From an optimization exercise on the open Yosys and OpenROAD flow, aimed at small area and a short achievable clock period; shortcuts taken in it are not production practice. At most, simulation tests tie the RTL to the original design; equivalence was not proved. Only the layout flow was run in runs 1 to 5; the RTL was not checked for function there. Power is estimated from default activity; no workload was simulated.

`flow/flow/run.sh`:
```
#!/bin/bash
set -euo pipefail
export BUFFER_PORTS_ARGS="-buffer_cell sky130_fd_sc_hd__buf_2"
export SETUP_SLACK_MARGIN=6.3
export CTS_ARGS="-sink_clustering_enable -repair_clock_nets -dont_use_dummy_load -sink_clustering_size 30 -sink_clustering_max_diameter 60"
bash standard.sh > standard_flow.log 2>&1
```
`flow/standard.sh`:
```
#!/bin/bash
# synth_recipe.tcl (not shown) runs the flow's synth.tcl, then flattens the netlist and writes it again
# the make line also repeats each setting of config.mk as NAME=value (left out here)
make -C /OpenROAD-flow-scripts/flow DESIGN_CONFIG=/design/flow/config.mk WORK_HOME=/design/flow/orfs CLKGATE_MAP_FILE= SYNTH_SCRIPT=/design/flow/synth_recipe.tcl "${@:-finish}"
```
`flow/config.mk`:
```
export PLATFORM = sky130hd
export DESIGN_NAME = tawas
export DESIGN_NICKNAME = tawas
export VERILOG_FILES = /design/flow/design.v
export SDC_FILE = /design/flow/constraint.sdc
export NUM_CORES = 4
export LEC_CHECK = 0
export CAP_MARGIN = 20
export CORE_MARGIN = 2
export CORE_UTILIZATION = 40
export SLEW_MARGIN = 20
export SYNTH_HIERARCHICAL = 1
export SYNTH_MINIMUM_KEEP_SIZE = 0
```
`flow/constraint.sdc`:
```
create_clock -name core_clock -period 10.0 [get_ports {clk}]
set_input_delay 2.0000 -clock core_clock [delete_from_list [all_inputs] [get_ports {clk}]]
set_output_delay 2.0000 -clock core_clock [all_outputs]
set_load 0.01 [all_outputs]
```
`flow/design.v`:
```
package tawas_isa_pkg;
  typedef enum logic [3:0] {
    op_nop  = 4'd0,
    op_ldi  = 4'd1,
    op_add  = 4'd2,
    op_sub  = 4'd3,
    op_and  = 4'd4,
    op_or   = 4'd5,
    op_xor  = 4'd6,
    op_shl  = 4'd7,
    op_ld   = 4'd8,
    op_st   = 4'd9,
    op_bz   = 4'd10,
    op_bnz  = 4'd11,
    op_halt = 4'd12
  } tawas_op_e;
  typedef logic [2:0] reg_sel_t;
  typedef logic [15:0] imm_t;
  typedef struct packed {
    tawas_op_e  op;
    reg_sel_t   rd;
    reg_sel_t   ra;
    reg_sel_t   rb;
    logic [2:0] rsvd;
    imm_t       imm;
  } tawas_instr_t;
endpackage
package tawas_pipe_pkg;
  typedef logic [1:0] slice_t;
  typedef enum logic {
    ls_load  = 1'b0,
    ls_store = 1'b1
  } ls_kind_e;
endpackage
module tawas_rdsel
(
  input  logic [2:0] sel,
  output logic [7:0] onehot
);
  assign onehot = 8'd1 << sel;
endmodule
module tawas_rdmux
(
  input  logic [255:0] bank,
  input  logic [7:0]   onehot,
  output logic [31:0]  q
);
  always_comb begin
    q = '0;
    for (int k = 0; k < 8; k++) begin
      q = q | (bank[k*32 +: 32] & {32{onehot[k]}});
    end
  end
endmodule
module tawas_wrsel
(
  input  logic       we,
  input  logic [2:0] rd,
  input  logic       reset,
  input  logic       clearing,
  output logic [7:0] take,
  output logic [7:0] keep
);
  always_comb begin
    for (int r = 0; r < 8; r++) begin
      take[r] = we && !reset && (rd == 3'(r));
      keep[r] = !take[r] && !clearing;
    end
  end
endmodule
module tawas_alu
(
  input  logic [31:0] a,
  input  logic [31:0] b,
  input  logic        sub,
  input  logic        arith,
  input  logic        op_shl,
  input  logic [3:0]  lut,       
  output logic [31:0] result
);
  logic [32:0] sum;
  logic [31:0] bitwise;
  assign sum = {a, 1'b1} + {b, sub};
  always_comb begin
    for (int i = 0; i < 32; i++) bitwise[i] = lut[{a[i], b[i]}];
  end
  always_comb begin
    result = bitwise;
    if (arith)  result = result | sum[32:1];
    if (op_shl) result = result | (a << b[4:0]);
  end
endmodule
module tawas_agen
(
  input  logic [31:0] a,
  input  logic [15:0] imm,
  output logic [15:0] lo,
  output logic        use_hx,
  output logic [15:0] hx
);
  logic        c16;
  logic [15:0] a_inc, a_dec;
  assign {c16, lo} = {1'b0, a[15:0]} + {1'b0, imm};
  assign use_hx    = c16 ^ imm[15];
  tawas_inc16 inc (.a(a[31:16]), .y(a_inc));
  tawas_dec16 dec (.a(a[31:16]), .y(a_dec));
  assign hx = imm[15] ? a_dec : a_inc;
endmodule
module tawas_inc16
(
  input  logic [15:0] a,
  output logic [15:0] y
);
  assign y = a + 16'd1;
endmodule
module tawas_dec16
(
  input  logic [15:0] a,
  output logic [15:0] y
);
  assign y = a - 16'd1;
endmodule
module tawas
(
  input  logic                      clk,
  input  logic                      reset,
  output logic [24-1:0]    iaddr,
  input  logic [31:0]               idata,
  output logic [31:0]               daddr,
  output logic                      dcs,
  output logic                      dwr,
  output logic [31:0]               dout,
  input  logic [31:0]               din,
  output logic [4-1:0] halted
);
  localparam int PW = 24;
  logic [1:0] slice;
  logic [1:0] dec_slice;
  logic       dec_vld;
  logic [255:0] bank0, bank1, bank2, bank3;
  logic [2:0]   clr;                         
  logic         z0, z1, z2, z3;
  logic [PW-1:0] pc0, pc1, pc2, pc3;
  logic [3:0]  op;
  logic [2:0]  rd, ra, rb;
  logic [15:0] imm;
  assign op  = idata[31:28];
  assign rd  = idata[27:25];
  assign ra  = idata[24:22];
  assign rb  = idata[21:19];
  assign imm = idata[15:0];
  logic [31:0] ra_data, rb_data;
  logic [7:0] ra_oh, rb_oh;
  tawas_rdsel rdsel_a (.sel(ra), .onehot(ra_oh));
  tawas_rdsel rdsel_b (.sel(rb), .onehot(rb_oh));
  tawas_rdmux rdmux_a (.bank(bank0), .onehot(ra_oh), .q(ra_data));
  tawas_rdmux rdmux_b (.bank(bank0), .onehot(rb_oh), .q(rb_data));
  logic [15:0] d_lo, d_hx;
  logic        d_use_hx;
  tawas_agen agen (.a(ra_data), .imm(imm), .lo(d_lo), .use_hx(d_use_hx), .hx(d_hx));
  logic [PW-1:0] d_pc_next;
  always_comb begin
    if (d_taken)
      d_pc_next = pc1 + {{(PW-16){imm[15]}}, imm};
    else if (dec_vld && !d_halt)
      d_pc_next = pc1 + PW'(1);
    else
      d_pc_next = pc1;
  end
  logic d_ldi, d_add, d_sub, d_and, d_or, d_xor, d_shl, d_ld, d_st, d_halt, d_taken;
  assign d_ldi  = dec_vld && (op == 4'd1);
  assign d_add  = dec_vld && (op == 4'd2);
  assign d_sub  = dec_vld && (op == 4'd3);
  assign d_and  = dec_vld && (op == 4'd4);
  assign d_or   = dec_vld && (op == 4'd5);
  assign d_xor  = dec_vld && (op == 4'd6);
  assign d_shl  = dec_vld && (op == 4'd7);
  assign d_ld   = dec_vld && (op == 4'd8);
  assign d_st   = dec_vld && (op == 4'd9);
  assign d_halt = dec_vld && (op == 4'd12);
  assign d_taken = dec_vld && (((op == 4'd10) && z0) || ((op == 4'd11) && !z0));
  logic        e_wr, e_setz, e_arith, e_sub, e_shl, e_ld, e_st;
  logic [3:0]  e_lut;
  logic [2:0]  e_rd;
  logic [31:0] e_a, e_b;    
  logic [15:0] e_dlo, e_dhx;
  logic        e_duse_hx;
  always_ff @(posedge clk) begin
    if (reset) begin
      slice     <= 2'd0;
      dec_slice <= 2'd0;
      dec_vld   <= 1'b0;
      halted    <= '0;
      e_wr      <= 1'b0;
      e_setz    <= 1'b0;
      e_ld      <= 1'b0;
      e_st      <= 1'b0;
    end else begin
      slice     <= slice + 2'd1;
      dec_slice <= slice;
      dec_vld   <= !halted[slice];
      if (d_halt) halted[dec_slice] <= 1'b1;
      e_wr      <= d_ldi || d_add || d_sub || d_and || d_or || d_xor || d_shl;
      e_setz    <= d_add || d_sub || d_and || d_or || d_xor || d_shl;
      e_ld      <= d_ld;
      e_st      <= d_st;
    end
  end
  always_ff @(posedge clk) begin
    e_sub   <= (op == 4'd3);
    e_arith <= (op == 4'd2) || (op == 4'd3);
    e_shl   <= (op == 4'd7);
    case (op)
      4'd1:    e_lut <= 4'b1010;    
      4'd4:    e_lut <= 4'b1000;    
      4'd5:    e_lut <= 4'b1110;    
      4'd6:    e_lut <= 4'b0110;    
      default: e_lut <= 4'b0000;
    endcase
    e_rd   <= rd;
    e_a    <= ra_data;
    e_b    <= (op == 4'd1) ? {{16{imm[15]}}, imm} : (rb_data ^ {32{op == 4'd3}});
    e_dlo  <= d_lo;
    e_duse_hx <= d_use_hx;
    e_dhx  <= d_hx;
  end
  assign dcs   = e_ld || e_st;
  assign dwr   = e_st;
  assign daddr = {e_duse_hx ? e_dhx : e_a[31:16], e_dlo};
  assign dout  = e_b;
  logic [31:0] result;
  tawas_alu alu (
    .a(e_a), .b(e_b), .sub(e_sub), .arith(e_arith), .op_shl(e_shl), .lut(e_lut),
    .result(result)
  );
  logic        w_we, w_ld, w_z;
  logic [2:0]  w_rd;
  logic [31:0] w_res;
  always_ff @(posedge clk) begin
    if (reset) begin
      w_we <= 1'b0;
      w_ld <= 1'b0;
      w_z  <= 1'b0;
    end else begin
      w_we <= e_wr || e_ld;
      w_ld <= e_ld;
      w_z  <= e_setz;
    end
  end
  always_ff @(posedge clk) begin
    w_rd   <= e_rd;
    w_res  <= result;
  end
  logic [31:0] wdata;
  assign wdata = w_ld ? din : w_res;
  logic clearing;
  assign clearing = reset || clr[0];
  logic [7:0] w_take, w_keep;
  tawas_wrsel wrsel (
    .we(w_we), .rd(w_rd), .reset(reset), .clearing(clearing), .take(w_take), .keep(w_keep)
  );
  always_ff @(posedge clk) begin
    bank0 <= bank3;
    bank1 <= bank0;
    bank2 <= bank1;
    for (int r = 0; r < 8; r++) begin
      bank3[r*32 +: 32] <= (wdata & {32{w_take[r]}}) | (bank2[r*32 +: 32] & {32{w_keep[r]}});
    end
  end
  always_ff @(posedge clk) begin
    if (reset) begin
      clr  <= 3'b111;
      z0   <= 1'b0;
      z1   <= 1'b0;
      z2   <= 1'b0;
      z3   <= 1'b0;
    end else begin
      clr  <= {1'b0, clr[2:1]};
      z0 <= z3;
      z1 <= z0;
      z2 <= z1;
      z3 <= w_z ? (w_res == 32'd0) : z2;
    end
  end
  always_ff @(posedge clk) begin
    if (reset) begin
      pc0 <= PW'(0);
      pc1 <= PW'(3 * 64);
      pc2 <= PW'(2 * 64);
      pc3 <= PW'(1 * 64);
    end else begin
      pc0 <= pc3;
      pc1 <= pc0;
      pc2 <= d_pc_next;
      pc3 <= pc2;
    end
  end
  assign iaddr = pc0;
endmodule
```
==> results.py, run 1 <==
metrics = {
    "yosys": {
        "synth.avg_cell_area_um2": 12.1,
        "synthFlopType": "dfxtp_1",
        "synthDistinctLibCells": 103,
        "ys_seq_elements": 1284,
        "synth-edff-count": 0,
        "synthTopCellsByArea": "dfxtp_1 (62%), a22o_1 (5.5%), a22oi_1 (4.7%)",
        "synth_area_leader_cell": "dfxtp_1",
        "synth_cells": 3403,
        "ys_seq_area_frac": 0.624,
        "netlist_area_mm2": 0.0412,
        "async_flop_share": 0,
        "ys_warn_count": 10,
        "yosys.area.top_type_share": 0.624,
    },
    "setup_path": {
        "slowest_delay_ns": 0.31,
        "cp-start-kind": "input pin",
        "cp_slowest_cell": "ha_2",
        "end_kind": "flop",
        "arrival_ns": 4.70,
        "required_ns": 10.51,
        "path_cells": "buf_12, nor3b_4, buf_12, buf_16, buf_4, a22oi_2, nand4_1, buf_6, ha_2, a211oi_2, o21ai_2, o2111a_2, a211o_1, nor3_2",
        "crit_fanout": 8,
        "path_class": "in -> reg",
        "path_common_cell": "buf_12",
    },
    "job": {
        "cap_viol_max_count": 0,
    },
    "place": {
        "dp_hpwl_mm": 80.0,
        "globalplace.congestion": 0.949,
        "io_buffers": 156,
        "preCtsSetupSlack_ns": 4.31,
    },
    "timing": {
        "tns_ns": 0,
        "setup-violations-final": 0,
        "finalCriticalPeriod_ns": 4.19,
        "finalHoldViolations": 0,
        "tightest_slew_ns": 1.06,
        "period_share": 0.419,
        "final_max_slew_viol_count": 0,
        "fmax_ghz": 0.239,
        "fin_skew_ns": 0.103,
        "max_slew_margin": 0.293,
        "rsz0062_at_grt": "true",
        "layout_setup_ws_ns": 5.81,
    },
    "cts": {
        "insertion_delay_ns": 0.67,
        "cts_buffers": 72,
        "clk_pin_slew_ns": 0.10,
        "cts_tree": "done",
        "h-tree-depth": 3,
        "cts-root-buf": "clkbuf_16",
        "clock_path_buffers": 3,
        "clkSinkCount": 1284,
    },
    "power_and_ir_drop": {
        "total_power_w": 0.00853,
        "leakagePower_nw": 18.3,
        "max-vdd-ir-drop_v": 0.000178,
        "power.density_mw_per_mm2": 180,
    },
    "global_route": {
        "grt_use_total": 0.244,
        "grt_max_degree": 63,
        "overflow": 0,
        "grt_pass1_vias": 26600,
        "grt_first_pass_wirelength_mm": 189,
        "antenna_found_initial": 10,
    },
    "routing": {
        "vias": 28700,
        "dr.pass1.iters": 5,
        "ant_nets": 0,
        "wl_per_cell_um": 26.6,
        "drcViolationCount": 0,
        "vias_per_cell": 5.75,
        "drt_iter0_markers": 3047,
        "wirelength_mm": 133,
    },
    "worst_hold_path": {
        "hp-class": "reg -> reg",
    },
    "cells_and_area": {
        "final_common_cell": "dfxtp_1",
        "drive_above_1_share": 0.200,
        "final_cell_mix": "dfxtp_1 (1278), a22o_1 (257), a22oi_1 (213)",
        "area_delta_synth_final_pct": 15.0,
        "final_nets": 3762,
    },
    "floorplan": {
        "initial_utilization": 0.404,
        "die_w_um": 325,
        "pin_count": 160,
        "die_h_um": 325,
        "die-area_mm2": 0.106,
        "fp-row-count": 117,
        "core_mm2": 0.102,
    },
    "status": {
        "status": "finished clean",
    },
}
## Yosys stat by module (local to each module, per instance)
module	times used	flip-flops and latches	cell area, um^2
tawas	1	1284	32400
tawas_agen	1	0	1050
tawas_alu	1	0	4280
tawas_dec16	1	0	270
tawas_inc16	1	0	283
tawas_rdmux	2	0	1320
tawas_rdsel	2	0	65.1
tawas_wrsel	1	0	168
## state kept, by name, indices dropped and copies added (netlist names), 16 cells and up
name / flops
bank0: 256
bank1: 256
bank2: 256
bank3: 256
e_a: 32
e_b: 32
w_res: 32
pc0: 24
pc1: 24
pc2: 24
pc3: 24
e_dhx: 16
e_dlo: 16
## cell families (layout without fill, tap and decap cells)
| logic type | Yosys count | after routing | share of synthesized area |
|---|---|---|---|
| DFF | 1284 | 1284 | 0.624 |
| muxes | 150 | 150 | 0.0523 |
| buffers and inverters | 226 | 436 | 0.0257 |
| AOI/OAI and AO/OA | 911 | 911 | 0.163 |
| adders and majority gates | 77 | 77 | 0.0239 |
| other | 1 | 8 | 0.0000910 |
| and+or+nand+nor | 620 | 620 | 0.0824 |
| xor gates and xnor gates | 134 | 134 | 0.0285 |
## final timing paths
| path | endpoint | cells past startpoint | start | slack [ns] |
|---|---|---|---|---|
| max | e_duse_hx$_DFF_P_ | 14 | idata[23] | 5.81 |
| min | bank2[167]$_DFF_P_ | 0 | bank1[167]$_DFF_P_ | 0.27 |
| max reg2reg | w_res[31]$_DFF_P_ | 10 | e_b[2]$_DFF_P_ | 6.60 |
| min reg2reg | bank2[167]$_DFF_P_ | 0 | bank1[167]$_DFF_P_ | 0.27 |
## repair_timing
action,4_1_cts,5_1_grt
gates cloned,4,0
hold buffers,0,0
pin swaps,66,43
buffers inserted,111,13
gates resized for setup,114,84
setup endpoints to repair,66,49
## metrics by stage
| step | util | hold slack, ns | area [um^2] | cells |
|---|---|---|---|---|
| after detailed placement | 0.428 | 0.312 | 43600 | 4785 |
| after floorplan | - | 0.310 | 41500 | 3407 |
| after global routing | 0.464 | 0.270 | 47400 | 4985 |
| after CTS | 0.460 | 0.263 | 46900 | 4972 |
| after global placement | 0.428 | 0.310 | 43600 | 4785 |
| final | 0.465 | 0.270 | 47400 | 4988 |
## cell usage after synthesis (all sizes together) (6+ instances only)
cell type     n
o21bai        7
nand2b       13
buf          78
mux2         73
o22ai         6
o211ai        8
and3         21
xnor2        85
xor2         49
mux4         45
ha           74
nor2b        90
and3b         7
nor3         44
o21a         13
a22o        257
nor2        113
and2          7
a22oi       256
nor3b         9
inv          32
clkbuf      115
a211o         6
a221oi        6
dfxtp      1284
and4          6
nor4b         6
or3           6
a211oi       24
o21ai       115
nand4        88
mux2i        32
or2           9
nand3        41
a31oi        10
a21o         29
nor4         15
nand2       127
a21oi       132
## layer usage
layer,track usage,share of wire,vias to the layer above
li1,-,-,12800
met1,0.351,0.44,14300
met2,0.364,0.43,1294
met3,0.0420,0.083,279
met4,0.0964,0.041,2
met5,0,0.000083,-
## critical path: cells and delay by family
family                   cells  cell delay, ns
adder cells (fa/ha/maj)      1            0.31
AO/OA/AOI/OAI                5            1.10
AND/OR/NAND/NOR              3            0.51
buffers and inverters        5            0.76
## layout make-up
| class | count | area, um^2 |
|---|---|---|
| antenna | 3 | 7.51 |
| sequential | 1284 | 25700 |
| tap | 1368 | 1710 |
| clock buffer | 72 | 1800 |
| multi-input combinational | 1897 | 15500 |
| timing repair buffer | 331 | 2580 |
| fill | 9361 | 54600 |
| inverter | 33 | 124 |
## power breakdown
group	switching, W	total, W	internal (W)
registers	0.0000572	0.00521	0.00516
clock network	0.00158	0.00287	0.00128
logic	0.000286	0.000445	0.000159
==> run 2, diff against run 1 <==
--- a/flow/config.mk
+++ b/flow/config.mk
@@ -9,3 +9,3 @@
 export CORE_MARGIN = 2
-export CORE_UTILIZATION = 40
+export CORE_UTILIZATION = 55
 export SLEW_MARGIN = 20
==> run 2 against run 1 <==
Sequential share of layout area up 0.41 points. Critical endpoint is now e_dlo[15]$_DFF_P_. Register-to-register slack worse by 0.14 ns. Clock skew up 0.024 ns. First-iteration DRC count decreased by 13%. Largest cell class unchanged.
==> results.py, run 2 <==
metrics = {
    "status": {
        "status": "finished clean",
    },
    "yosys": {
        "synth_most_common_cell": "dfxtp_1",
        "async_flop_share": 0,
        "ys_seq_elements": 1284,
        "synth.avg_cell_area_um2": 12.1,
        "synthFlopType": "dfxtp_1",
        "yosys.area.top_type_share": 0.624,
        "synthDistinctLibCells": 103,
        "synth_cells": 3403,
        "synth-edff-count": 0,
        "ys_seq_area_frac": 0.624,
        "synthTopCellsByArea": "dfxtp_1 (62%), a22o_1 (5.5%), a22oi_1 (4.7%)",
        "synth_common_cells": "dfxtp_1 (1284), a22o_1 (257), a22oi_1 (256), a21oi_1 (131), nand2_1 (127)",
        "synth_area_leader_cell": "dfxtp_1",
        "ys_warn_count": 10,
        "netlist_area_mm2": 0.0412,
    },
    "floorplan": {
        "die_h_um": 278,
        "fp-row-count": 100,
        "core_mm2": 0.0743,
        "initial_utilization": 0.554,
        "die-area_mm2": 0.0771,
        "pin_count": 160,
        "die_w_um": 278,
    },
    "setup_path": {
        "arrival_ns": 4.62,
        "rr_startpoint": "e_b[0]$_DFF_P_",
        "crit_start": "idata[23]",
        "required_ns": 10.54,
        "path_class": "in -> reg",
        "end_kind": "flop",
        "crit_fanout": 8,
        "cp-start-kind": "input pin",
    },
    "cts": {
        "clk_pin_slew_ns": 0.11,
        "clkSinkCount": 1284,
        "h-tree-depth": 3,
        "cts_tree": "done",
        "clock_path_buffers": 3,
        "cts_buffers": 71,
        "insertion_delay_ns": 0.67,
        "cts-root-buf": "clkbuf_16",
    },
    "global_route": {
        "grt_use_total": 0.334,
        "overflow": 0,
        "grt_max_degree": 75,
        "antenna_found_initial": 8,
        "grt_pass1_vias": 27800,
        "grt_first_pass_wirelength_mm": 190,
    },
    "routing": {
        "drcViolationCount": 0,
        "ant_nets": 0,
        "vias_per_cell": 6.21,
        "drt_iter0_markers": 2654,
        "dr.pass1.iters": 5,
        "wirelength_mm": 132,
        "vias": 28600,
        "wl_per_cell_um": 28.7,
    },
    "power_and_ir_drop": {
        "power.density_mw_per_mm2": 181,
        "max-vdd-ir-drop_v": 0.000168,
        "leakagePower_nw": 18.4,
    },
    "worst_hold_path": {
        "hp-class": "reg -> reg",
        "min-delay-start": "bank1[59]$_DFF_P_",
    },
    "timing": {
        "max_slew_margin": 0.175,
        "rsz0062_at_grt": "true",
        "finalCriticalPeriod_ns": 4.08,
        "period_share": 0.408,
        "fin_skew_ns": 0.127,
        "setup-violations-final": 0,
        "final_max_slew_viol_count": 0,
        "tns_ns": 0,
        "fmax_ghz": 0.245,
        "tightest_slew_ns": 1.24,
        "finalHoldViolations": 0,
    },
    "cells_and_area": {
        "final_area_mm2": 0.0470,
        "final_nets": 3771,
        "area_delta_synth_final_pct": 14.2,
        "final_common_cell": "dfxtp_1",
        "drive_above_1_share": 0.199,
        "final_cell_mix": "dfxtp_1 (1280), a22o_1 (257), a22oi_1 (221)",
    },
    "place": {
        "dp_hpwl_mm": 82.1,
        "io_buffers": 156,
        "postPlaceCellArea_mm2": 0.0431,
        "globalplace.congestion": 0.979,
    },
    "job": {
        "cap_viol_max_count": 0,
    },
}
## run 2: critical path, cell delays in order
cell,delay (ns)
buf_12,0.12
and3b_2,0.25
buf_12,0.14
buf_16,0.15
a22oi_2,0.15
nand4_1,0.13
buf_6,0.17
ha_4,0.27
nor3_1,0.06
or4_1,0.51
a31o_1,0.25
and2_4,0.18
o2111a_1,0.22
## run 2: area by class of cell
class	instances	area [um^2]
fill	5786	27300
inverter	33	128
timing repair buffer	339	2790
sequential	1284	25700
tap	969	1210
clock buffer	71	1780
multi-input combinational	1899	15400
antenna	7	17.5
## run 2: stage by stage
stage                      util  worst slack (ns)  hold slack (ns)  std cells  power [W]
final                     0.633              5.92            0.281       4602    0.00851
after global placement    0.580              4.63            0.310       4388    0.00571
after detailed placement  0.581              4.59            0.312       4388    0.00571
after floorplan               -              5.77            0.310       3407    0.00553
after global routing      0.633              5.90            0.288       4601    0.00873
after CTS                 0.627              5.99            0.285       4572    0.00850
## run 2: path summary, 6_finish.rpt
check                                          to  slack (ns)  depth (start not counted)
worst max-delay path            e_dlo[15]$_DFF_P_        5.92                         13
worst min-delay path            bank2[59]$_DFF_P_        0.28                          0
worst max register to register  w_res[30]$_DFF_P_        6.46                         12
worst min register to register  bank2[59]$_DFF_P_        0.28                          0
## run 2: power by group
part,switching [W],internal (W)
Sequential,0.0000398,0.00516
Combinational,0.000306,0.000162
Clock,0.00158,0.00127
## run 2: timing repair
action / CTS / global route
gates resized for setup: 122 / 46
pin swaps: 69 / 29
buffers inserted: 105 / 20
hold buffers: 0 / 0
cloned: 8 / 3
endpoints found under the setup margin: 75 / 98
## run 2: cell families (layout without fill, tap and decap cells)
logic type	after synthesis	in the layout	share of synthesized area
multiplexers	150	150	0.0523
XOR/XNOR	134	134	0.0285
other	1	12	0.0000910
AND/OR/NAND/NOR	620	620	0.0824
buffers and inverters	226	443	0.0257
flip-flops	1284	1284	0.624
adder cells (fa/ha/maj)	77	77	0.0239
AO/OA/AOI/OAI	911	913	0.163
## run 2: modules after synthesis, one instance, submodules excluded
| module | copies in the design | area [um^2] |
|---|---|---|
| tawas_inc16 | 1 | 283 |
| tawas_rdmux | 2 | 1320 |
| tawas_rdsel | 2 | 65.1 |
| tawas | 1 | 32400 |
| tawas_dec16 | 1 | 270 |
| tawas_wrsel | 1 | 168 |
| tawas_agen | 1 | 1050 |
| tawas_alu | 1 | 4280 |
## run 2: per-layer routing
| layer | up-vias | routed length [um] | global-route usage |
|---|---|---|---|
| met3 | 302 | 9680 | 0.0487 |
| met4 | 0 | 6200 | 0.148 |
| met5 | - | 0 | 0 |
| li1 | 12800 | - | - |
| met1 | 14200 | 56500 | 0.458 |
| met2 | 1267 | 59500 | 0.528 |
==> run 3, diff against run 2 <==
--- a/flow/design.v
+++ b/flow/design.v
@@ -54,18 +54,2 @@
 endmodule
-module tawas_wrsel
-(
-  input  logic       we,
-  input  logic [2:0] rd,
-  input  logic       reset,
-  input  logic       clearing,
-  output logic [7:0] take,
-  output logic [7:0] keep
-);
-  always_comb begin
-    for (int r = 0; r < 8; r++) begin
-      take[r] = we && !reset && (rd == 3'(r));
-      keep[r] = !take[r] && !clearing;
-    end
-  end
-endmodule
 module tawas_alu
@@ -257,6 +241,2 @@
   assign clearing = reset || clr[0];
-  logic [7:0] w_take, w_keep;
-  tawas_wrsel wrsel (
-    .we(w_we), .rd(w_rd), .reset(reset), .clearing(clearing), .take(w_take), .keep(w_keep)
-  );
   always_ff @(posedge clk) begin
@@ -266,3 +246,6 @@
     for (int r = 0; r < 8; r++) begin
-      bank3[r*32 +: 32] <= (wdata & {32{w_take[r]}}) | (bank2[r*32 +: 32] & {32{w_keep[r]}});
+      if (w_we && !reset && (w_rd == 3'(r)))
+        bank3[r*32 +: 32] <= wdata;
+      else
+        bank3[r*32 +: 32] <= bank2[r*32 +: 32] & {32{!clearing}};
     end
--- a/flow/config.mk
+++ b/flow/config.mk
@@ -9,3 +9,3 @@
 export CORE_MARGIN = 2
-export CORE_UTILIZATION = 55
+export CORE_UTILIZATION = 40
 export SLEW_MARGIN = 20
==> run 3 against run 2 <==
Still clean on timing, DRC and antenna. Combinational power shrank 5.1%. Count of clock-buffer cells in the layout grew 3. First-iteration DRC count up 12%. Critical endpoint is now e_dhx[14]$_DFF_P_. Highest routed layer unchanged.
==> results.py, run 3 <==
metrics = {
    "cells_and_area": {
        "drive_above_1_share": 0.181,
        "area_delta_synth_final_pct": 16.0,
        "final_nets": 3996,
        "antenna_cells": 0,
        "final_cell_mix": "dfxtp_1 (1279), o21ai_0 (348), nand3_1 (285)",
        "final_common_cell": "dfxtp_1",
    },
    "routing": {
        "vias": 29200,
        "dr.pass1.iters": 8,
        "drcViolationCount": 0,
        "wl_per_cell_um": 25.1,
        "ant_nets": 0,
        "vias_per_cell": 5.60,
        "wirelength_mm": 131,
        "drt_iter0_markers": 2983,
    },
    "global_route": {
        "grt_first_pass_wirelength_mm": 187,
        "overflow": 0,
        "grt_max_degree": 144,
        "antenna_found_initial": 5,
        "grt_use_total": 0.238,
        "grt_pass1_vias": 27400,
    },
    "timing": {
        "layout_setup_ws_ns": 5.90,
        "finalCriticalPeriod_ns": 4.10,
        "setup-violations-final": 0,
        "fin_skew_ns": 0.0925,
        "tightest_slew_ns": 1.11,
        "tns_ns": 0,
        "max_slew_margin": 0.240,
        "final_max_slew_viol_count": 0,
        "period_share": 0.410,
        "finalHoldViolations": 0,
        "rsz0062_at_grt": "true",
        "fmax_ghz": 0.244,
    },
    "setup_path": {
        "arrival_ns": 4.59,
        "path_cells": "buf_12, buf_4, nor3b_4, buf_6, buf_16, clkbuf_8, a22oi_1, nand4_1, buf_4, buf_4, nand3_1, nor4_4, xor2_1, mux2_4",
        "crit_fanout": 8,
        "required_ns": 10.50,
        "end_kind": "flop",
        "path_class": "in -> reg",
        "cp-start-kind": "input pin",
        "r2r_slack_ns": 6.57,
        "r2r_cells": 11,
        "path_common_cell": "buf_4",
        "cp_slowest_cell": "mux2_4",
        "path_buf_inv": 7,
        "crit_family": "buffers and inverters",
        "slowest_delay_ns": 0.28,
        "worst-path-stages": 14,
    },
    "floorplan": {
        "die-area_mm2": 0.106,
        "pin_count": 160,
        "die_w_um": 325,
        "initial_utilization": 0.404,
        "die_h_um": 325,
        "fp-row-count": 117,
        "core_mm2": 0.102,
    },
    "cts": {
        "h-tree-depth": 3,
        "clkSinkCount": 1284,
        "clk_pin_slew_ns": 0.10,
        "cts-root-buf": "clkbuf_16",
        "insertion_delay_ns": 0.68,
        "cts_buffers": 74,
        "cts_tree": "done",
        "clock_path_buffers": 3,
    },
    "yosys": {
        "async_flop_share": 0,
        "synthDistinctLibCells": 89,
        "ys_seq_elements": 1284,
        "synth_common_cells": "dfxtp_1 (1284), o21ai_0 (356), nand3_1 (290), a22oi_1 (256), nand2_1 (130)",
        "ys_seq_area_frac": 0.623,
        "synth_area_leader_cell": "dfxtp_1",
        "synth-edff-count": 0,
        "ys_warn_count": 9,
        "synthFlopType": "dfxtp_1",
        "synthTopCellsByArea": "dfxtp_1 (62%), a22oi_1 (4.7%), o21ai_0 (4.3%)",
        "netlist_area_mm2": 0.0413,
        "yosys.area.top_type_share": 0.623,
        "synth_most_common_cell": "dfxtp_1",
        "synth_cells": 3643,
        "synth.avg_cell_area_um2": 11.3,
    },
    "power_and_ir_drop": {
        "total_power_w": 0.00854,
        "max-vdd-ir-drop_v": 0.000119,
        "leakagePower_nw": 18.0,
        "power.density_mw_per_mm2": 179,
    },
    "status": {
        "status": "finished clean",
    },
    "worst_hold_path": {
        "hp-class": "reg -> reg",
        "whs_path_depth": 0,
    },
    "place": {
        "preCtsSetupSlack_ns": 4.60,
        "io_buffers": 156,
        "globalplace.congestion": 0.930,
        "dp_hpwl_mm": 76.7,
    },
    "job": {
        "cap_viol_max_count": 0,
    },
}
==> run 3: timing repair <==
action,CTS,global route
pin swaps,63,45
setup buffers,96,39
hold buffers,0,0
endpoints found under the setup margin,163,42
gates resized for setup,119,83
cloned,14,3
==> run 3: cell families after synthesis <==
group / after synthesis / synth area share
muxes: 151 / 0.0516
DFF: 1284 / 0.623
AOI/OAI and AO/OA: 893 / 0.137
buffers and inverters: 248 / 0.0265
and+or+nand+nor: 851 / 0.109
other: 1 / 0.0000909
xor gates and xnor gates: 138 / 0.0293
adders and majority gates: 77 / 0.0239
==> run 3: per-stage QoR <==
step	util	cells	hold WS [ns]	cell area, um^2
floorplan	-	3647	0.310	41700
global placement	0.427	4992	0.310	43600
detailed placement	0.427	4992	0.312	43600
CTS	0.461	5176	0.283	47100
global route	0.469	5219	0.289	47800
finish	0.469	5219	0.284	47800
==> run 3: final cells by class <==
cell class                      count  area [um^2]
Fill cell                        9256        54200
Sequential cell                  1284        25700
Multi-Input combinational cell   2119        15500
Timing Repair Buffer              347         2930
Clock buffer                       74         1850
Tap cell                         1368         1710
Inverter                           27          105
==> run 3: power breakdown <==
part	switching (W)	internal [W]	leakage, nW
Sequential	0.0000523	0.00516	10.4
Clock	0.00157	0.00132	0.912
Combinational	0.000285	0.000159	6.70
Total	0.00191	0.00663	18.0
==> run 3: per-layer routing <==
| layer | vias to the layer above | GRT usage | routed length [um] |
|---|---|---|---|
| li1 | 13400 | - | - |
| met1 | 14500 | 0.337 | 58800 |
| met2 | 1075 | 0.365 | 57200 |
| met3 | 247 | 0.0399 | 9730 |
| met4 | 0 | 0.0828 | 5020 |
| met5 | - | 0 | 0 |
==> run 3: final timing paths <==
path	start	to
min	bank3[73]$_DFF_P_	bank0[73]$_DFF_P_
max reg2reg	e_b[0]$_DFF_P_	w_res[25]$_DFF_P_
min reg2reg	bank3[73]$_DFF_P_	bank0[73]$_DFF_P_
max	idata[24]	e_dhx[14]$_DFF_P_
==> run 3: modules after synthesis, one instance, submodules excluded <==
| module | cells | cell area (um^2) | copies in the design |
|---|---|---|---|
| tawas_dec16 | 40 | 270 | 1 |
| tawas_inc16 | 43 | 298 | 1 |
| tawas_rdsel | 8 | 65.1 | 2 |
| tawas_agen | 135 | 1050 | 1 |
| tawas_rdmux | 184 | 1320 | 2 |
| tawas | 2475 | 32600 | 1 |
| tawas_alu | 566 | 4280 | 1 |
==> run 4, diff against run 3 <==
--- a/flow/design.v
+++ b/flow/design.v
@@ -81,12 +81,55 @@
   output logic [15:0] lo,
-  output logic        use_hx,
-  output logic [15:0] hx
+  output logic        c16,
+  output logic [15:0] hi0,
+  output logic [15:0] hi1
 );
-  logic        c16;
-  logic [15:0] a_inc, a_dec;
-  assign {c16, lo} = {1'b0, a[15:0]} + {1'b0, imm};
-  assign use_hx    = c16 ^ imm[15];
-  tawas_inc16 inc (.a(a[31:16]), .y(a_inc));
-  tawas_dec16 dec (.a(a[31:16]), .y(a_dec));
-  assign hx = imm[15] ? a_dec : a_inc;
+  logic [15:0] g, p, x;
+  logic [16:0] c;
+  logic [15:0] a_hi, a_inc, a_dec;
+  tawas_pg16    pg    (.a(a[15:0]), .b(imm), .g(g), .p(p), .x(x));
+  tawas_carry16 carry (.g(g), .p(p), .c(c));
+  assign lo  = x ^ c[15:0];
+  assign c16 = c[16];
+  assign a_hi = a[31:16];
+  tawas_inc16 inc (.a(a_hi), .y(a_inc));
+  tawas_dec16 dec (.a(a_hi), .y(a_dec));
+  assign hi0 = imm[15] ? a_dec : a_hi;
+  assign hi1 = imm[15] ? a_hi : a_inc;
+endmodule
+module tawas_pg16
+(
+  input  logic [15:0] a,
+  input  logic [15:0] b,
+  output logic [15:0] g,
+  output logic [15:0] p,
+  output logic [15:0] x
+);
+  assign g = a & b;
+  assign p = a | b;
+  assign x = a ^ b;
+endmodule
+module tawas_carry16
+(
+  input  logic [15:0] g,
+  input  logic [15:0] p,
+  output logic [16:0] c
+);
+  logic [15:0] gl [5];
+  logic [15:0] pl [5];
+  always_comb begin
+    gl[0] = g;
+    pl[0] = p;
+    for (int l = 0; l < 4; l++) begin
+      for (int i = 0; i < 16; i++) begin
+        if (i >= (1 << l)) begin
+          gl[l+1][i] = gl[l][i] | (pl[l][i] & gl[l][i - (1 << l)]);
+          pl[l+1][i] = pl[l][i] & pl[l][i - (1 << l)];
+        end else begin
+          gl[l+1][i] = gl[l][i];
+          pl[l+1][i] = pl[l][i];
+        end
+      end
+    end
+  end
+  assign c = {gl[4], 1'b0};
 endmodule
@@ -141,5 +184,5 @@
   tawas_rdmux rdmux_b (.bank(bank0), .onehot(rb_oh), .q(rb_data));
-  logic [15:0] d_lo, d_hx;
-  logic        d_use_hx;
-  tawas_agen agen (.a(ra_data), .imm(imm), .lo(d_lo), .use_hx(d_use_hx), .hx(d_hx));
+  logic [15:0] d_lo, d_hi0, d_hi1;
+  logic        d_c16;
+  tawas_agen agen (.a(ra_data), .imm(imm), .lo(d_lo), .c16(d_c16), .hi0(d_hi0), .hi1(d_hi1));
   logic [PW-1:0] d_pc_next;
@@ -169,4 +212,4 @@
   logic [31:0] e_a, e_b;    
-  logic [15:0] e_dlo, e_dhx;
-  logic        e_duse_hx;
+  logic [15:0] e_dlo, e_dhi0, e_dhi1;
+  logic        e_dc16;
   always_ff @(posedge clk) begin
@@ -207,4 +250,5 @@
     e_dlo  <= d_lo;
-    e_duse_hx <= d_use_hx;
-    e_dhx  <= d_hx;
+    e_dc16 <= d_c16;
+    e_dhi0 <= d_hi0;
+    e_dhi1 <= d_hi1;
   end
@@ -212,3 +256,3 @@
   assign dwr   = e_st;
-  assign daddr = {e_duse_hx ? e_dhx : e_a[31:16], e_dlo};
+  assign daddr = {e_dc16 ? e_dhi1 : e_dhi0, e_dlo};
   assign dout  = e_b;
==> run 4 against run 3 <==
Power decreased by 2.7%. Still clean. Combinational power up 2%. First-iteration DRC count down 12%. Clock skew down 0.011 ns. Synthesized area is 2.6% higher. Count of clock-buffer cells in the layout shrank 15. Hold slack worse by 0.029 ns.
==> results.py, run 4 <==
metrics = {
    "status": {
        "status": "finished clean",
    },
    "power_and_ir_drop": {
        "power.density_mw_per_mm2": 170,
        "power_frac_seq": 0.633,
        "power.internal_w": 0.00645,
        "combPwrFrac": 0.055,
        "max-vdd-ir-drop_v": 0.000169,
        "pwr-share-clk": 0.312,
        "switching_share": 0.225,
        "leakagePower_nw": 18.8,
        "switching_power_w": 0.00187,
    },
    "timing": {
        "layout_setup_ws_ns": 6.11,
        "tns_ns": 0,
        "finalCriticalPeriod_ns": 3.89,
        "setup-violations-final": 0,
        "timing.hold.ws_ns": 0.254,
        "final_max_slew_viol_count": 0,
        "fin_skew_ns": 0.0813,
        "fmax_ghz": 0.257,
        "max_slew_margin": 0.280,
        "period_share": 0.389,
        "rsz0062_at_grt": "true",
        "tightest_slew_ns": 1.08,
        "finalHoldViolations": 0,
    },
    "floorplan": {
        "die-area_mm2": 0.108,
        "initial_utilization": 0.403,
        "pin_count": 160,
        "core_mm2": 0.105,
        "fp-row-count": 119,
        "die_w_um": 329,
        "die_h_um": 329,
    },
    "routing": {
        "wl_per_cell_um": 23.7,
        "met1Wirelength_mm": 57.5,
        "vias_per_cell": 5.46,
        "dr.pass1.iters": 5,
        "drcViolationCount": 0,
        "wl_met3_mm": 8.47,
        "routed.top_layer": "met4",
        "wl_met2_mm": 55.8,
        "drt_iter0_markers": 2627,
        "ant_nets": 0,
        "wirelength_mm": 126,
        "vias": 29000,
    },
    "yosys": {
        "synth_cells": 3710,
        "synth.avg_cell_area_um2": 11.4,
        "ys_warn_count": 12,
        "netlist_area_mm2": 0.0423,
    },
    "global_route": {
        "antenna_found_initial": 0,
        "grt_first_pass_wirelength_mm": 182,
        "grt_pass1_vias": 27300,
        "grt_max_degree": 182,
        "grt_use_total": 0.226,
        "overflow": 0,
    },
    "cells_and_area": {
        "final_cell_mix": "dfxtp_1 (1296), o21ai_0 (324), nand3_1 (275)",
        "final_area_mm2": 0.0490,
        "final_nets": 4085,
        "antenna_cells": 0,
        "drive_above_1_share": 0.190,
        "final_common_cell": "dfxtp_1",
        "area_delta_synth_final_pct": 15.8,
        "postLayoutCoreUtil": 0.466,
    },
    "setup_path": {
        "cp_slowest_cell": "and3b_4",
        "crit_fanout": 8,
        "crit_family": "simple AND/OR/NAND/NOR gates",
        "path_common_cell": "buf_12",
        "arrival_ns": 4.41,
        "required_ns": 10.52,
        "path_buf_inv": 5,
        "path_class": "in -> reg",
        "cp-start-kind": "input pin",
        "slowest_delay_ns": 0.45,
        "end_kind": "flop",
        "path_cells": "buf_12, and3b_4, buf_12, buf_12, a22oi_2, nand4_1, buf_4, buf_6, nand2_1, nor3_4, nand4_1, xnor2_1, mux2_2",
    },
    "cts": {
        "h-tree-depth": 2,
        "insertion_delay_ns": 0.69,
        "cts_buffers": 59,
        "cts-root-buf": "clkbuf_16",
        "clk_pin_slew_ns": 0.10,
        "cts_hold_buf": 0,
        "clock_path_buffers": 3,
        "cts_tree": "done",
        "clkSinkCount": 1300,
    },
    "place": {
        "preCtsSetupSlack_ns": 4.63,
        "postPlaceCellArea_mm2": 0.0444,
        "globalplace.congestion": 0.915,
        "io_buffers": 156,
        "dp_hpwl_mm": 74.9,
    },
    "worst_hold_path": {
        "hp-class": "reg -> reg",
    },
    "job": {
        "cap_viol_max_count": 0,
    },
}
## run 4: power by group through the flow
stage               registers [W]  logic [W]  clock network (W)
finish                    0.00526   0.000455            0.00260
global route              0.00527   0.000478            0.00282
CTS                       0.00526   0.000435            0.00263
detailed placement        0.00538   0.000367                  0
global placement          0.00538   0.000367                  0
floorplan                 0.00536   0.000221                  0
## run 4: per-stage QoR
stage | power [W] | cells
floorplan | 0.00558 | 3714
global placement | 0.00575 | 5096
detailed placement | 0.00575 | 5096
CTS | 0.00833 | 5290
global route | 0.00857 | 5316
finish | 0.00831 | 5316
## run 4: worst register-to-register path: cells and delay by family, from the launching register on
family          cells  cell delay [ns]
fa+ha+maj           1             0.54
flops               1             0.32
simple gates        1             0.64
mux                 1             0.11
compound gates      6             1.47
buf+inv             1             0.21
## run 4: layout make-up
class                           count  area, um^2
Fill cell                        9663       56100
Timing Repair Buffer              363        3460
Inverter                           73         283
Clock buffer                       59        1480
Tap cell                         1391        1740
Multi-Input combinational cell   2130       16000
Sequential cell                  1300       26000
## run 4: path summary, 6_finish.rpt
kind	endpoint	start	slack, ns	depth (start not counted)
hold / removal	bank2[160]$_DFF_P_	bank1[160]$_DFF_P_	0.25	0
setup / recovery	e_dhi1[15]$_DFF_P_	idata[24]	6.11	13
setup reg to reg	w_res[31]$_DFF_P_	e_b[0]$_DFF_P_	6.57	10
hold reg to reg	bank2[160]$_DFF_P_	bank1[160]$_DFF_P_	0.25	0
## run 4: routing by layer
metal	track usage	up-vias
met1	0.324	14200
met5	0	-
met4	0.0761	0
li1	-	13600
met3	0.0328	186
met2	0.347	967
## run 4: timing repair
| item | in CTS | in global routing |
|---|---|---|
| endpoints found under the hold margin | 0 | 0 |
| gates cloned | 16 | 1 |
| endpoints found under the setup margin | 93 | 206 |
| gates resized for setup | 201 | 110 |
| setup buffers | 119 | 25 |
| pin swaps | 73 | 74 |
==> run 5, diff against run 4 <==
--- a/flow/design.v
+++ b/flow/design.v
@@ -187,11 +187,2 @@
   tawas_agen agen (.a(ra_data), .imm(imm), .lo(d_lo), .c16(d_c16), .hi0(d_hi0), .hi1(d_hi1));
-  logic [PW-1:0] d_pc_next;
-  always_comb begin
-    if (d_taken)
-      d_pc_next = pc1 + {{(PW-16){imm[15]}}, imm};
-    else if (dec_vld && !d_halt)
-      d_pc_next = pc1 + PW'(1);
-    else
-      d_pc_next = pc1;
-  end
   logic d_ldi, d_add, d_sub, d_and, d_or, d_xor, d_shl, d_ld, d_st, d_halt, d_taken;
@@ -208,2 +199,8 @@
   assign d_taken = dec_vld && (((op == 4'd10) && z0) || ((op == 4'd11) && !z0));
+  logic [PW-1:0] d_pc_next;
+  logic [PW-1:0] d_pc_step;
+  logic [PW:0]   d_pc_sum;
+  assign d_pc_step = {{(PW-16){imm[15]}}, imm} & {PW{d_taken}};
+  assign d_pc_sum  = {pc1, 1'b1} + {d_pc_step, dec_vld && !d_halt && !d_taken};
+  assign d_pc_next = d_pc_sum[PW:1];
   logic        e_wr, e_setz, e_arith, e_sub, e_shl, e_ld, e_st;
==> run 5 against run 4 <==
First-iteration DRC count increased by 6.2%. Clock skew up 0.0033 ns. Register-to-register slack got worse by 0.03 ns. Synthesized cell count down 0.97%. Die area is 0.63% lower. Fmax down 1.6%. Core utilization up 0.66 points. Cell area is 0.29% higher. Combinational power decreased by 6.2%. Critical path depth is 1 higher.
==> results.py, run 5 <==
metrics = {
    "setup_path": {
        "slowest_delay_ns": 0.29,
        "required_ns": 10.54,
        "cp_slowest_cell": "nor3b_4",
        "path_buf_inv": 6,
        "end_kind": "flop",
        "cp-start-kind": "input pin",
        "path_cells": "buf_12, buf_12, nor3b_4, buf_12, buf_12, buf_12, a22oi_1, nand4_1, buf_6, nand3_4, nor3_4, nand4_1, xnor2_1, mux2_4",
        "path_class": "in -> reg",
        "crit_fanout": 14,
        "crit_family": "simple AND/OR/NAND/NOR gates",
        "arrival_ns": 4.49,
        "r2r_cells": 9,
        "path_common_cell": "buf_12",
        "worst-path-stages": 14,
    },
    "routing": {
        "drt_iter0_markers": 2790,
        "vias_per_cell": 5.51,
        "ant_nets": 0,
        "wirelength_mm": 129,
        "wl_per_cell_um": 24.3,
        "drcViolationCount": 0,
        "vias": 29200,
        "dr.pass1.iters": 7,
    },
    "timing": {
        "period_share": 0.395,
        "fmax_ghz": 0.253,
        "final_max_slew_viol_count": 0,
        "finalHoldViolations": 0,
        "timing.hold.ws_ns": 0.257,
        "max_slew_margin": 0.277,
        "rsz0062_at_grt": "true",
        "tns_ns": 0,
        "setup-violations-final": 0,
        "tightest_slew_ns": 1.08,
        "fin_skew_ns": 0.0846,
        "finalCriticalPeriod_ns": 3.95,
    },
    "cts": {
        "clock_path_buffers": 3,
        "clkSinkCount": 1300,
        "cts_tree": "done",
        "h-tree-depth": 3,
        "cts_buffers": 66,
        "insertion_delay_ns": 0.66,
        "cts-root-buf": "clkbuf_16",
        "clk_pin_slew_ns": 0.11,
    },
    "cells_and_area": {
        "n_fill_cell": 9432,
        "drive_above_1_share": 0.213,
        "final_cell_mix": "dfxtp_1 (1295), o21ai_0 (309), nand3_1 (279)",
        "area_delta_synth_final_pct": 16.9,
        "final_common_cell": "dfxtp_1",
        "final_nets": 4069,
    },
    "power_and_ir_drop": {
        "power.density_mw_per_mm2": 172,
        "max-vdd-ir-drop_v": 0.000136,
        "leakagePower_nw": 18.7,
    },
    "floorplan": {
        "die_h_um": 328,
        "core_mm2": 0.104,
        "die_w_um": 328,
        "die-area_mm2": 0.108,
        "pin_count": 160,
        "initial_utilization": 0.405,
        "fp-row-count": 118,
    },
    "job": {
        "cap_viol_max_count": 0,
    },
    "worst_hold_path": {
        "hp-class": "reg -> reg",
        "whs_path_depth": 0,
    },
    "yosys": {
        "synth_cells": 3674,
        "netlist_area_mm2": 0.0421,
        "ys_warn_count": 12,
        "synth.avg_cell_area_um2": 11.5,
    },
    "global_route": {
        "grt_first_pass_wirelength_mm": 184,
        "grt_use_total": 0.230,
        "antenna_found_initial": 4,
        "grt_pass1_vias": 27500,
        "grt_max_degree": 149,
        "overflow": 0,
    },
    "place": {
        "io_buffers": 156,
        "globalplace.congestion": 0.911,
        "dp_hpwl_mm": 75.2,
    },
    "status": {
        "status": "finished clean",
    },
}
==> run 5: worst register-to-register path, delay by kind of cell (launching register included) <==
| family | cells | cell delay [ns] |
|---|---|---|
| AO/OA/AOI/OAI | 5 | 1.36 |
| AND/OR/NAND/NOR | 1 | 0.55 |
| flip-flops | 1 | 0.49 |
| buffers and inverters | 1 | 0.49 |
| adder cells (fa/ha/maj) | 1 | 0.30 |
| multiplexers | 1 | 0.13 |
==> run 5: through the flow <==
step | total power, W | std cells | setup slack, ns | util | cell area [um^2]
after floorplan | 0.00557 | 3678 | 5.74 | - | 42800
after global placement | 0.00572 | 5032 | 4.64 | 0.427 | 44400
after detailed placement | 0.00572 | 5032 | 4.57 | 0.427 | 44400
after CTS | 0.00845 | 5255 | 6.11 | 0.466 | 48400
after global routing | 0.00869 | 5298 | 5.98 | 0.473 | 49200
final | 0.00844 | 5299 | 6.05 | 0.473 | 49200
==> run 5: worst paths after layout <==
| kind | startpoint | endpoint | slack [ns] |
|---|---|---|---|
| worst max-delay path | idata[24] | e_dhi1[15]$_DFF_P_ | 6.05 |
| worst min-delay path | bank1[203]$_DFF_P_ | bank2[203]$_DFF_P_ | 0.26 |
| worst max register to register | e_b[3]$_DFF_P_ | w_res[31]$_DFF_P_ | 6.54 |
| worst min register to register | bank1[203]$_DFF_P_ | bank2[203]$_DFF_P_ | 0.26 |
==> run 5: report_power, final <==
group / internal (W) / switching (W) / leakage (nW) / total [W]
sequential: 0.00522 / 0.0000458 / 10.5 / 0.00526
combinational: 0.000160 / 0.000267 / 7.37 / 0.000427
clock: 0.00118 / 0.00157 / 0.813 / 0.00275
total: 0.00656 / 0.00188 / 18.7 / 0.00844
==> run 5: timing repair <==
item | in CTS | in global routing
hold buffers | 0 | 0
pin swaps | 95 | 58
resized for setup | 174 | 82
cloned | 18 | 3
buffers inserted | 139 | 40
endpoints found under the setup margin | 323 | 63
==> run 5: final cells by class <==
class | count | area (um^2) | share of cell area
Inverter | 72 | 278 | 0.00565
Multi-Input combinational cell | 2089 | 16000 | 0.326
Clock buffer | 66 | 1650 | 0.0336
Timing Repair Buffer | 391 | 3450 | 0.0701
Sequential cell | 1300 | 26000 | 0.530
Tap cell | 1380 | 1730 | 0.0351
Antenna cell | 1 | 2.50 | 0.0000509
==> run 5: metal layers <==
metal / GRT usage / wire, um / vias up
met5: 0 / 52 / -
met4: 0.0787 / 4010 / 8
met3: 0.0444 / 9450 / 211
met2: 0.350 / 56600 / 1023
met1: 0.327 / 58500 / 14400
li1: - / - / 13500
==> run 6, diff against run 5 <==
--- a/flow/design.v
+++ b/flow/design.v
@@ -186,3 +186,14 @@
   logic        d_c16;
-  tawas_agen agen (.a(ra_data), .imm(imm), .lo(d_lo), .c16(d_c16), .hi0(d_hi0), .hi1(d_hi1));
+  logic [15:0] d_aimm;
+  assign d_aimm = imm & {16{(op == 4'd8) || (op == 4'd9)}};
+  tawas_agen agen (.a(ra_data), .imm(d_aimm), .lo(d_lo), .c16(d_c16), .hi0(d_hi0), .hi1(d_hi1));
+  logic [PW-1:0] d_pc_next;
+  always_comb begin
+    if (d_taken)
+      d_pc_next = pc1 + {{(PW-16){imm[15]}}, imm};
+    else if (dec_vld && !d_halt)
+      d_pc_next = pc1 + PW'(1);
+    else
+      d_pc_next = pc1;
+  end
   logic d_ldi, d_add, d_sub, d_and, d_or, d_xor, d_shl, d_ld, d_st, d_halt, d_taken;
@@ -199,8 +210,2 @@
   assign d_taken = dec_vld && (((op == 4'd10) && z0) || ((op == 4'd11) && !z0));
-  logic [PW-1:0] d_pc_next;
-  logic [PW-1:0] d_pc_step;
-  logic [PW:0]   d_pc_sum;
-  assign d_pc_step = {{(PW-16){imm[15]}}, imm} & {PW{d_taken}};
-  assign d_pc_sum  = {pc1, 1'b1} + {d_pc_step, dec_vld && !d_halt && !d_taken};
-  assign d_pc_next = d_pc_sum[PW:1];
   logic        e_wr, e_setz, e_arith, e_sub, e_shl, e_ld, e_st;
@@ -208,3 +213,3 @@
   logic [2:0]  e_rd;
-  logic [31:0] e_a, e_b;    
+  logic [31:0] e_b;         
   logic [15:0] e_dlo, e_dhi0, e_dhi1;
@@ -244,3 +249,2 @@
     e_rd   <= rd;
-    e_a    <= ra_data;
     e_b    <= (op == 4'd1) ? {{16{imm[15]}}, imm} : (rb_data ^ {32{op == 4'd3}});
@@ -257,3 +261,3 @@
   tawas_alu alu (
-    .a(e_a), .b(e_b), .sub(e_sub), .arith(e_arith), .op_shl(e_shl), .lut(e_lut),
+    .a({e_dhi0, e_dlo}), .b(e_b), .sub(e_sub), .arith(e_arith), .op_shl(e_shl), .lut(e_lut),
     .result(result)
==> run 6 against run 5 <==
Cell area fell by 3.9%. Critical path depth increased by 2. Core utilization fell by 1.7 points. Clock skew grew 0.020 ns. Routed wire length is 1.3% higher. Combinational power increased by 7.0%. Sequential power is 2% lower. Power fell by 0.26%. Count of clock-buffer cells in the layout up 4. Via count increased by 0.56%. Still clean. Clock power grew 2%. Critical path type unchanged.
==> results.py, run 6 <==
metrics = {
    "setup_path": {
        "required_ns": 10.52,
        "path_class": "in -> reg",
        "end_kind": "flop",
        "cp_slowest_cell": "nand4_1",
        "crit_fanout": 8,
        "cp-start-kind": "input pin",
        "path_cells": "buf_12, and3b_2, buf_12, buf_12, a22oi_1, nand4_1, inv_1, ha_1, inv_1, a21oi_1, o21ai_2, a21oi_4, a21oi_2, buf_4, a21o_2, xor2_1",
        "arrival_ns": 4.49,
        "path_common_cell": "buf_12",
        "slowest_delay_ns": 0.27,
    },
    "timing": {
        "rsz0062_at_grt": "true",
        "setup-violations-final": 0,
        "tns_ns": 0,
        "finalHoldViolations": 0,
        "fmax_ghz": 0.252,
        "tightest_slew_ns": 1.19,
        "fin_skew_ns": 0.105,
        "finalCriticalPeriod_ns": 3.97,
        "period_share": 0.397,
        "final_max_slew_viol_count": 0,
        "max_slew_margin": 0.187,
    },
    "place": {
        "globalplace.congestion": 0.914,
        "io_buffers": 156,
        "dp_hpwl_mm": 74.8,
        "dpl.cell_count": 5056,
    },
    "global_route": {
        "grt_max_degree": 160,
        "met3_usage": 0.0383,
        "met1_usage": 0.328,
        "grt_first_pass_wirelength_mm": 183,
        "grt_pass1_vias": 26900,
        "grt-busiest-layer": "met2",
        "grt_use_total": 0.232,
        "overflow": 0,
        "use_met2": 0.359,
        "antenna_found_initial": 6,
    },
    "power_and_ir_drop": {
        "pwr-share-clk": 0.333,
        "power.density_mw_per_mm2": 178,
        "power_frac_seq": 0.612,
        "leakagePower_nw": 18.2,
        "power.internal_w": 0.00650,
        "combPwrFrac": 0.054,
        "max-vdd-ir-drop_v": 0.000121,
        "switching_power_w": 0.00192,
        "switching_share": 0.228,
    },
    "yosys": {
        "synth.avg_cell_area_um2": 11.3,
        "netlist_area_mm2": 0.0418,
        "ys_warn_count": 12,
        "synth_cells": 3698,
    },
    "worst_hold_path": {
        "hp-class": "reg -> reg",
    },
    "cts": {
        "insertion_delay_ns": 0.69,
        "cts_hold_buf": 0,
        "clkSinkCount": 1268,
        "cts-root-buf": "clkbuf_16",
        "cts_buffers": 70,
        "cts_tree": "done",
        "clk_pin_slew_ns": 0.09,
        "h-tree-depth": 3,
        "clock_path_buffers": 3,
    },
    "routing": {
        "wirelength_mm": 130,
        "vias": 29300,
        "drcViolationCount": 0,
        "vias_per_cell": 5.60,
        "dr.pass1.iters": 6,
        "ant_nets": 0,
        "wl_per_cell_um": 24.9,
        "drt_iter0_markers": 2920,
    },
    "status": {
        "status": "finished clean",
    },
    "cells_and_area": {
        "final_cell_mix": "dfxtp_1 (1263), o21ai_0 (310), nand3_1 (289)",
        "final_common_cell": "dfxtp_1",
        "final_nets": 4014,
        "n_fill_cell": 9624,
        "instances_no_fill": 5238,
        "drive_above_1_share": 0.163,
        "area_delta_synth_final_pct": 13.1,
    },
    "job": {
        "cap_viol_max_count": 0,
    },
    "floorplan": {
        "core_mm2": 0.104,
        "die-area_mm2": 0.107,
        "initial_utilization": 0.403,
        "fp-row-count": 118,
        "die_h_um": 327,
        "die_w_um": 327,
        "pin_count": 160,
    },
}
==> run 6: per-stage QoR <==
step | cell area (um^2) | worst slack, ns | utilization | total power [W] | hold slack (ns)
after floorplan | 41900 | 5.90 | - | 0.00548 | 0.310
after global placement | 43700 | 4.73 | 0.422 | 0.00566 | 0.309
after detailed placement | 43700 | 4.70 | 0.422 | 0.00566 | 0.312
after CTS | 46600 | 6.07 | 0.450 | 0.00844 | 0.272
after global routing | 47300 | 5.97 | 0.456 | 0.00867 | 0.272
final | 47300 | 6.03 | 0.456 | 0.00842 | 0.264
==> run 6: cell type report <==
| class | instances | area (um^2) | share of cell area |
|---|---|---|---|
| Sequential cell | 1268 | 25400 | 0.537 |
| Clock buffer | 70 | 1750 | 0.0371 |
| Antenna cell | 4 | 10.0 | 0.000212 |
| Tap cell | 1380 | 1730 | 0.0365 |
| Multi-Input combinational cell | 2141 | 15600 | 0.331 |
| Inverter | 74 | 283 | 0.00598 |
| Timing Repair Buffer | 301 | 2460 | 0.0520 |
==> run 6: final timing paths <==
kind / startpoint / to / slack [ns] / cells after the start
worst min-delay path: bank3[233]$_DFF_P_ / bank0[233]$_DFF_P_ / 0.26 / 0
worst max-delay path: idata[23] / e_dlo[14]$_DFF_P_ / 6.03 / 16
worst max register to register: e_b[0]$_DFF_P_ / w_res[24]$_DFF_P_ / 6.50 / 11
worst min register to register: bank3[233]$_DFF_P_ / bank0[233]$_DFF_P_ / 0.26 / 0
==> run 6: power by group through the flow <==
stage,combinational (W),sequential (W),clock (W)
CTS,0.000432,0.00515,0.00285
global route,0.000479,0.00516,0.00303
detailed placement,0.000399,0.00527,0
finish,0.000457,0.00516,0.00281
floorplan,0.000247,0.00523,0
global placement,0.000398,0.00527,0
==> run 6: worst max-delay path, delay by kind of cell <==
family | cells | cell delay, ns
xor gates and xnor gates | 1 | 0.14
and+or+nand+nor | 2 | 0.52
AOI/OAI and AO/OA | 6 | 0.88
buffers and inverters | 6 | 0.77
adders and majority gates | 1 | 0.14
==> run 6: repair_timing <==
item	CTS	global route
hold endpoints to repair	0	0
resized for setup	108	65
setup endpoints to repair	179	69
cloned	11	4
pin swaps	61	35
setup buffers	65	27
==> run 6: metal layers <==
| metal | routed length, um | up-vias |
|---|---|---|
| li1 | - | 13500 |
| met1 | 57900 | 14500 |
| met2 | 58100 | 1148 |
| met3 | 10200 | 200 |
| met4 | 4100 | 0 |
| met5 | 0 | - |
==> run 7, diff against run 6 <==
==> flow/flow/run.sh (replaced) <==
#!/bin/bash
set -euo pipefail
export BUFFER_PORTS_ARGS="-buffer_cell sky130_fd_sc_hd__buf_2"
export SETUP_SLACK_MARGIN=6.3
export CTS_ARGS="-sink_clustering_enable -repair_clock_nets -dont_use_dummy_load -sink_clustering_size 16 -sink_clustering_max_diameter 50 -buf_list sky130_fd_sc_hd__clkbuf_8"
bash standard.sh > standard_flow.log 2>&1
==> run 7 against run 6 <==
Routed wire length is 3.7% lower. Clock skew is 0.012 ns higher. Non-clock buffer count is 17 lower. Power down 4.5%. Count of clock-buffer cells in the layout grew 32. Critical path depth did not move. Highest routed layer unchanged. Sequential power about the same. Largest cell class unchanged. Cell area shrank 0.92%. Flip-flop and latch count stayed put. Global-route usage shrank 0.70 points.
==> results.py, run 7 <==
metrics = {
    "status": {
        "status": "finished clean",
    },
    "cts": {
        "cts_tree": "done",
        "clkSinkCount": 1268,
        "cts_buffers": 102,
        "cts_hold_buf": 0,
        "h-tree-depth": 3,
        "clk_pin_slew_ns": 0.10,
        "cts-root-buf": "clkbuf_8",
        "insertion_delay_ns": 0.79,
        "clock_path_buffers": 3,
    },
    "timing": {
        "finalHoldViolations": 0,
        "final_max_slew_viol_count": 0,
        "tightest_slew_ns": 1.15,
        "max_slew_margin": 0.211,
        "tns_ns": 0,
        "setup-violations-final": 0,
        "fmax_ghz": 0.259,
        "period_share": 0.386,
        "finalCriticalPeriod_ns": 3.86,
        "rsz0062_at_grt": "true",
        "fin_skew_ns": 0.117,
        "layout_setup_ws_ns": 6.14,
    },
    "power_and_ir_drop": {
        "total_power_w": 0.00804,
        "power.density_mw_per_mm2": 172,
        "max-vdd-ir-drop_v": 0.0000911,
        "switching_power_w": 0.00189,
        "switching_share": 0.235,
        "leakagePower_nw": 18.0,
        "power_frac_seq": 0.641,
        "pwr-share-clk": 0.303,
        "combPwrFrac": 0.056,
        "power.internal_w": 0.00615,
    },
    "place": {
        "globalplace.congestion": 0.914,
        "dp_hpwl_mm": 74.8,
        "preCtsSetupSlack_ns": 4.70,
        "io_buffers": 156,
    },
    "setup_path": {
        "crit_fanout": 8,
        "end_kind": "flop",
        "r2r_cells": 11,
        "arrival_ns": 4.46,
        "required_ns": 10.60,
        "cp-start-kind": "input pin",
        "path_class": "in -> reg",
    },
    "routing": {
        "drt_iter0_markers": 2782,
        "wirelength_mm": 126,
        "vias": 29000,
        "wl_per_cell_um": 23.9,
        "vias_per_cell": 5.52,
        "dr.pass1.iters": 6,
        "drcViolationCount": 0,
        "ant_nets": 0,
    },
    "cells_and_area": {
        "final_cell_mix": "dfxtp_1 (1262), o21ai_0 (309), nand3_1 (288)",
        "drive_above_1_share": 0.162,
        "final_nets": 4026,
        "postLayoutCoreUtil": 0.452,
        "final_common_cell": "dfxtp_1",
        "area_delta_synth_final_pct": 12.0,
    },
    "worst_hold_path": {
        "whs_path_depth": 0,
        "hp-class": "reg -> reg",
    },
    "yosys": {
        "ys_warn_count": 12,
        "synth.avg_cell_area_um2": 11.3,
        "synth_cells": 3698,
        "netlist_area_mm2": 0.0418,
    },
    "floorplan": {
        "die-area_mm2": 0.107,
        "initial_utilization": 0.403,
        "core_mm2": 0.104,
        "die_w_um": 327,
        "die_h_um": 327,
        "pin_count": 160,
        "fp-row-count": 118,
    },
    "global_route": {
        "grt_first_pass_wirelength_mm": 179,
        "overflow": 0,
        "grt_use_total": 0.225,
        "grt_pass1_vias": 26900,
        "grt_max_degree": 160,
        "antenna_found_initial": 5,
    },
    "job": {
        "cap_viol_max_count": 0,
    },
}
-- run 7: layout make-up --
type | instances | area, um^2
inverter | 74 | 278
fill | 9695 | 56800
timing repair buffer | 284 | 2390
clock buffer | 102 | 1400
sequential | 1268 | 25400
multi-input combinational | 2138 | 15600
antenna | 5 | 12.5
tap | 1380 | 1730
-- run 7: power groups by stage --
stage | sequential, W | combinational (W) | clock (W)
2_1_floorplan | 0.00523 | 0.000247 | 0
3_3_place_gp | 0.00527 | 0.000398 | 0
3_5_place_dp | 0.00527 | 0.000399 | 0
4_1_cts | 0.00515 | 0.000430 | 0.00249
5_1_grt | 0.00515 | 0.000472 | 0.00267
6_report | 0.00515 | 0.000449 | 0.00244
-- run 7: worst max-delay path, cell delays in order --
cell and delay [ns]:
buf_12 0.10, and3b_4 0.27, buf_12 0.17, buf_12 0.15
a22oi_2 0.15, nand4_1 0.25, inv_1 0.14, ha_2 0.19
inv_2 0.04, o21ai_1 0.10, or2b_1 0.24, a21oi_2 0.13
a21oi_2 0.05, buf_4 0.14, a21o_2 0.18, xor2_1 0.14
-- run 7: timing repair --
action                     4_1_cts  5_1_grt
cloned                           5        4
setup endpoints to repair      161       83
resized for setup              131       56
pin swaps                       43       26
buffers inserted                53       24
-- run 7: final timing paths --
check                           from            endpoint  slack (ns)
hold / removal    bank3[231]$_DFF_P_  bank0[231]$_DFF_P_        0.22
setup reg to reg      e_b[0]$_DFF_P_   w_res[24]$_DFF_P_        6.55
setup / recovery           idata[22]   e_dlo[14]$_DFF_P_        6.14
hold reg to reg   bank3[231]$_DFF_P_  bank0[231]$_DFF_P_        0.22
-- run 7: routing by layer --
metal,track usage,up-vias,share of wire
li1,-,13500,-
met1,0.317,14200,0.45
met2,0.348,1111,0.44
met3,0.0362,235,0.076
met4,0.0816,0,0.035
met5,0,-,0
-- run 7: stage by stage --
step,hold WS [ns],std cells,area (um^2)
2_1_floorplan,0.310,3702,41900
3_3_place_gp,0.309,5056,43700
3_5_place_dp,0.312,5056,43700
4_1_cts,0.250,5216,46300
5_1_grt,0.246,5251,46800
6_report,0.219,5251,46800

port drivers added, routing unchanged:
No port has a modelled driver above. Below, the same layouts with a new extraction and two added sets of constraints.
Step 1: set_driving_cell puts a clkbuf_16 on clk and a buf_2 on each other input, an assumption about the parent block.
Step 2 moves the port delays by t, midway between the first and last clock arrival at a register: inputs arrive t later, outputs are due t later. That takes back most of the time a late clock gives input paths.
Slacks: ideal ports / drivers / drivers and shift; pairs: ideal ports / drivers.
| run | shift t [ns] | setup slack, ns | clock arrival spread, ns | worst data-port slew with drivers (ns) | pins driven straight from the clock port |
|---|---|---|---|---|---|
| run 1 | 0.691 | 5.812 / 5.832 / 5.141 | 0.111 / 0.111 | 0.07 | 1 |
| run 2 | 0.679 | 5.922 / 5.942 / 5.262 | 0.127 / 0.127 | 0.12 | 1 |
| run 3 | 0.701 | 5.905 / 5.927 / 5.226 | 0.103 / 0.102 | 0.11 | 1 |
| run 4 | 0.719 | 6.110 / 6.089 / 5.370 | 0.088 / 0.088 | 0.12 | 1 |
| run 5 | 0.694 | 6.047 / 6.054 / 5.360 | 0.094 / 0.095 | 0.09 | 1 |
| run 6 | 0.702 | 6.027 / 6.050 / 5.348 | 0.116 / 0.116 | 0.07 | 1 |
| run 7 | 0.796 | 6.137 / 6.144 / 5.347 | 0.118 / 0.117 | 0.06 | 1 |
After both steps every run listed still meets setup and hold. The setup slack of run 7, which loses most, moves by +0.007 ns with the drivers and by -0.790 ns with both steps.
